What follows belongs to an exercise in optimizing a design on an open flow for small area, a short achievable clock period and few clock cycles per item; a production flow would make more cautious choices. The RTL was checked by simulation tests, not by an equivalence proof against the original design.

==> flow/design.v <==
module seq_operator_unit (
    input  logic        clk,
    input  logic        rst,
    input  logic        in_valid,
    output logic        in_ready,
    input  logic [3:0]  op,
    input  logic        is_signed,
    input  logic [31:0] a,
    input  logic [31:0] b,
    output logic        out_valid,
    input  logic        out_ready,
    output logic [31:0] result,
    output logic        div_by_zero
);
    localparam logic [3:0] OP_ADD  = 4'd0,  OP_SUB  = 4'd1,  OP_MUL  = 4'd2,  OP_DIV  = 4'd3,
                           OP_MOD  = 4'd4,  OP_AND  = 4'd5,  OP_OR   = 4'd6,  OP_XOR  = 4'd7,
                           OP_XNOR = 4'd8,  OP_SHL  = 4'd9,  OP_SHR  = 4'd10, OP_ASHR = 4'd11,
                           OP_RAND = 4'd12, OP_ROR  = 4'd13, OP_RXOR = 4'd14, OP_LT   = 4'd15;
    localparam logic [1:0] S_EXEC = 2'd0,   
                           S_MUL  = 2'd1,   
                           S_ITER = 2'd2,   
                           S_FIX  = 2'd3;   
    logic        xv;
    logic [1:0]  xst;
    logic [3:0]  xop;
    logic        xsg;
    logic        xsub;      
    logic        fin;       
    logic [31:0] r1, r2, r3;
    logic [31:0] rc;        
    logic [7:0]  mb;        
    logic        negq, negr;
    logic        fdz;       
    logic [4:0]  cnt;
    logic [6:0]  dd;        
    logic        yv, zv;
    logic [31:0] yres;
    logic        ydz, zdz;
    function automatic logic [31:0] rev32(input logic [31:0] v);
        for (int i = 0; i < 32; i++) rev32[i] = v[31-i];
    endfunction
    function automatic logic [5:0] lzc32(input logic [31:0] x);
        logic [15:0] z1; logic [15:0] c1;
        logic [7:0]  z2; logic [7:0][1:0] c2;
        logic [3:0]  z3; logic [3:0][2:0] c3;
        logic [1:0]  z4; logic [1:0][3:0] c4;
        logic        z5; logic [4:0] c5;
        for (int g = 0; g < 16; g++) begin
            z1[g] = ~(x[2*g+1] | x[2*g]);
            c1[g] = ~x[2*g+1];
        end
        for (int g = 0; g < 8; g++) begin
            z2[g] = z1[2*g+1] & z1[2*g];
            c2[g] = z1[2*g+1] ? {1'b1, c1[2*g]} : {1'b0, c1[2*g+1]};
        end
        for (int g = 0; g < 4; g++) begin
            z3[g] = z2[2*g+1] & z2[2*g];
            c3[g] = z2[2*g+1] ? {1'b1, c2[2*g]} : {1'b0, c2[2*g+1]};
        end
        for (int g = 0; g < 2; g++) begin
            z4[g] = z3[2*g+1] & z3[2*g];
            c4[g] = z3[2*g+1] ? {1'b1, c3[2*g]} : {1'b0, c3[2*g+1]};
        end
        z5 = z4[1] & z4[0];
        c5 = z4[1] ? {1'b1, c4[0]} : {1'b0, c4[1]};
        lzc32 = z5 ? 6'd32 : {1'b0, c5};
    endfunction
    function automatic logic [5:0] lz_mag(input logic [31:0] v, input logic neg);
        logic [31:0] t;
        logic        p2;
        t  = neg ? ~v : v;
        p2 = ((v[30:0] & ~v[31:1]) == 31'd0);
        lz_mag = lzc32(t) - {5'd0, neg && p2};
    endfunction
    wire is_div   = (xop == OP_DIV) || (xop == OP_MOD);
    wire is_divop = (xop == OP_DIV);
    wire is_mul   = (xop == OP_MUL);
    wire        do_sub = xsub;
    wire [32:0] addsum = {1'b0, r1} + {1'b0, r2 ^ {32{do_sub}}} + {32'd0, do_sub};
    wire        borrow = ~addsum[32];
    wire        lt     = (xsg && (r1[31] != r2[31])) ? r1[31] : borrow;
    wire        q_zero  = dd[6];
    wire [4:0]  d_amt   = q_zero ? 5'd0 : dd[4:0];
    wire        al_mode = (xst == S_EXEC) && is_div;
    wire        big_sh  = !al_mode && (|r2[31:5]);
    wire        sh_l    = (xop == OP_SHL) || al_mode;
    wire        fill    = (xop == OP_ASHR) && xsg && r1[31];
    wire [31:0] sh_src  = al_mode ? r2 : r1;
    wire [4:0]  sh_amt  = al_mode ? d_amt : r2[4:0];
    wire [31:0] sh_in   = sh_l ? rev32(sh_src) : sh_src;
    wire [63:0] sh_w    = {{32{fill}}, sh_in} >> sh_amt;
    wire [31:0] sh_r    = big_sh ? {32{fill}} : sh_w[31:0];
    wire [31:0] sh_out  = sh_l ? rev32(sh_r) : sh_r;
    logic [31:0] alu_res;
    always_comb begin
        case (xop)
            OP_ADD, OP_SUB: alu_res = addsum[31:0];
            OP_AND:  alu_res = r1 & r2;
            OP_OR:   alu_res = r1 | r2;
            OP_XOR:  alu_res = r1 ^ r2;
            OP_XNOR: alu_res = ~(r1 ^ r2);
            OP_SHL, OP_SHR, OP_ASHR: alu_res = sh_out;
            OP_RAND: alu_res = {31'd0, &r1};
            OP_ROR:  alu_res = {31'd0, |r1};
            OP_RXOR: alu_res = {31'd0, ^r1};
            OP_LT:   alu_res = {31'd0, lt};
            default: alu_res = 32'd0;
        endcase
    end
    function automatic logic [63:0] csa(input logic [31:0] x, input logic [31:0] y, input logic [31:0] z);
        csa = {((x & y) | (z & (x ^ y))) << 1, x ^ y ^ z};
    endfunction
    logic [31:0] ms, mc;
    always_comb begin
        logic [31:0] o [0:9];
        logic [63:0] t0, t1, t2, t3, t4, t5, t6, t7;
        for (int i = 0; i < 8; i++) o[i] = (r1 << i) & {32{mb[i]}};
        o[8] = r3;
        o[9] = rc;
        t0 = csa(o[0], o[1], o[2]);
        t1 = csa(o[3], o[4], o[5]);
        t2 = csa(o[6], o[7], o[8]);
        t3 = csa(t0[31:0], t0[63:32], t1[31:0]);
        t4 = csa(t1[63:32], t2[31:0], t2[63:32]);
        t5 = csa(t3[31:0], t3[63:32], t4[31:0]);
        t6 = csa(t5[31:0], t5[63:32], t4[63:32]);
        t7 = csa(t6[31:0], t6[63:32], o[9]);
        ms = t7[31:0];
        mc = t7[63:32];
    end
    wire mul_last = (r2[31:8] == 24'd0);
    wire in_div  = (op == OP_DIV) || (op == OP_MOD);
    wire in_mul  = (op == OP_MUL);
    wire in_bnz  = (b != 32'd0);
    wire a_sg    = is_signed && a[31];
    wire b_sg    = is_signed && b[31];
    wire a_neg   = in_div && a_sg;
    wire b_neg   = in_div && b_sg;
    wire [6:0] in_dd = {1'b0, lz_mag(b, b_sg)} - {1'b0, lz_mag(a, a_sg)};
    wire        b_zero   = (r2 == 32'd0);
    wire        ge       = ~borrow;               
    wire [31:0] rem_nx   = ge ? addsum[31:0] : r1;
    wire        last1    = (cnt == 5'd0);
    wire        it_last  = last1;
    wire [31:0] quo_nx   = {r3[30:0], ge};
    wire [31:0] rem_fin  = rem_nx;
    wire        need_fix = is_divop ? negq : negr;
    logic [31:0] x_oth;
    logic        x_dz;
    always_comb begin
        x_oth = alu_res;
        x_dz  = 1'b0;
        case (xst)
            S_EXEC: begin
                if (is_div) begin
                    x_oth = is_divop ? 32'hFFFF_FFFF : r1;
                    x_dz  = 1'b1;
                end
            end
            S_ITER:  x_oth = is_divop ? quo_nx : rem_fin;
            S_FIX: begin
                x_oth = addsum[31:0];
                x_dz  = fdz;
            end
            default: ;
        endcase
    end
    wire in_fin = in_mul ? 1'b0 : (in_div ? (!in_bnz && !((op == OP_MOD) && a_sg)) : 1'b1);
    logic fin_nx;
    always_comb begin
        case (xst)
            S_EXEC, S_MUL: fin_nx = is_mul ? mul_last : (b_zero || ((d_amt == 5'd0) && !need_fix));
            S_ITER:        fin_nx = it_last || ((cnt == 5'd1) && !need_fix);
            default:       fin_nx = 1'b1;
        endcase
    end
    wire x_done = xv && fin && !zv;
    wire x_step = xv && !fin && !zv;
    assign in_ready = !xv || x_done;
    wire push   = x_done;
    wire y_load = !yv || out_ready;
    always_ff @(posedge clk or posedge rst) begin
        if (rst) begin
            xv  <= 1'b0;
            xst <= S_EXEC;
            fin <= 1'b0;
        end else if (in_ready) begin
            xv  <= in_valid;
            xst <= S_EXEC;
            fin <= in_fin;
        end else if (x_step) begin
            fin <= fin_nx;
            case (xst)
                S_EXEC, S_MUL: xst <= is_mul ? (mul_last ? S_FIX : S_MUL) : (b_zero ? S_FIX : S_ITER);
                S_ITER:  xst <= it_last ? S_FIX : S_ITER;
                default: xst <= xst;
            endcase
        end
    end
    always_ff @(posedge clk) begin
        if (in_ready) begin
            xop  <= op;
            xsg  <= is_signed;
            xsub <= (op == OP_SUB) || (op == OP_LT) || in_div;
            r1   <= a_neg ? -a : a;
            r2   <= b_neg ? -b : b;
            mb   <= b[7:0];
            rc   <= 32'd0;
            dd   <= in_dd;
            negq <= a_neg ^ b_neg;
            negr <= a_neg;
            fdz  <= 1'b0;
        end else if (x_step) begin
            case (xst)
                S_EXEC, S_MUL: begin
                    if (is_mul) begin
                        if (mul_last) begin
                            r1 <= ms;
                            r2 <= mc;
                        end else begin
                            r1 <= r1 << 8;
                            r2 <= r2 >> 8;
                            mb <= r2[15:8];
                        end
                        rc <= mc;
                    end else if (b_zero) begin
                        r1  <= 32'd0;
                        r2  <= r1;
                        fdz <= 1'b1;
                    end else begin
                        r2  <= sh_out;
                        cnt <= d_amt;
                    end
                end
                S_ITER: begin
                    if (it_last) begin
                        r1 <= 32'd0;
                        r2 <= is_divop ? quo_nx : rem_fin;
                    end else begin
                        r1 <= rem_nx;
                        r2 <= r2 >> 1;
                    end
                    cnt <= cnt - 5'd1;
                end
                default: ;
            endcase
        end
    end
    always_ff @(posedge clk) begin
        if (push && !y_load) begin
            r3  <= x_oth;
            zdz <= x_dz;
        end else if (zv ? y_load : in_ready) begin
            r3 <= 32'd0;
        end else if (x_step) begin
            if (xst == S_ITER) r3 <= quo_nx;
            else if (is_mul)   r3 <= ms;
        end
    end
    always_ff @(posedge clk or posedge rst) begin
        if (rst) begin
            yv <= 1'b0;
            zv <= 1'b0;
        end else if (y_load) begin
            yv <= zv || push;
            zv <= 1'b0;
        end else if (push) begin
            zv <= 1'b1;
        end
    end
    always_ff @(posedge clk) begin
        if (y_load) begin
            yres <= zv ? r3 : x_oth;
            ydz  <= zv ? zdz : x_dz;
        end
    end
    assign out_valid   = yv;
    assign result      = yres;
    assign div_by_zero = ydz;
endmodule
clock: 9.5 ns
lec_check: 0
cap_margin: 20
core_margin: 2
core_utilization: 40
setup_slack_margin: 5
slew_margin: 20
run.sh (not shown) runs the stock make flow with config.mk's settings and CLKGATE_MAP_FILE= SYNTH_SCRIPT=/design/flow/synth_recipe.tcl, a recipe that flattens the netlist after the stock synthesis.
The baseline produced a clean layout.
Testbench counts at the start, summed over its fixed seeds: cycles 6,480, items 3,200.
Edit:
Settings changed: ABC_AREA set to 1, CELL_PAD_IN_SITES_DETAIL_PLACEMENT set to 1.
Effect: Clock skew came out lower by 4.4 ps; non-clock buffer count came out lower by 81; worst hold slack gets worse by 16 ps; utilization came out lower by 1.8 points; register-to-register slack gets better by 80 ps; setup slack gets better by 60 ps; via count came out higher by a few percent; global-route usage came out lower by 2.4 points.

==> what the ideal ports hide <==
The results above use ideal ports. As a check the final layouts listed here were re-extracted and re-timed, cells and wires unchanged.
Step 1, drivers: a clkbuf_16 drives clk and a buf_2 each remaining input, both assumed.
Step 2 also shifts input and output timing later by t, the mid clock arrival at the registers, as if the neighbouring blocks saw the same clock.
a / b / c = no drivers / after step 1 / after step 2; a / b = the first two.
run | t (ns) | setup WS [ns] | latest minus earliest clock arrival (ns) | worst register clock-pin slew, ns
the first run | 0.599 | 4.847 / 4.847 / 4.475 | 0.023 / 0.024 | 0.10 / 0.10
the second run | 0.610 | 4.907 / 4.930 / 4.320 | 0.018 / 0.018 | 0.10 / 0.10
After both steps every run listed still meets setup and hold. The setup slack of the second run, which loses most, moves by +0.023 ns with the drivers and by -0.587 ns with both steps.
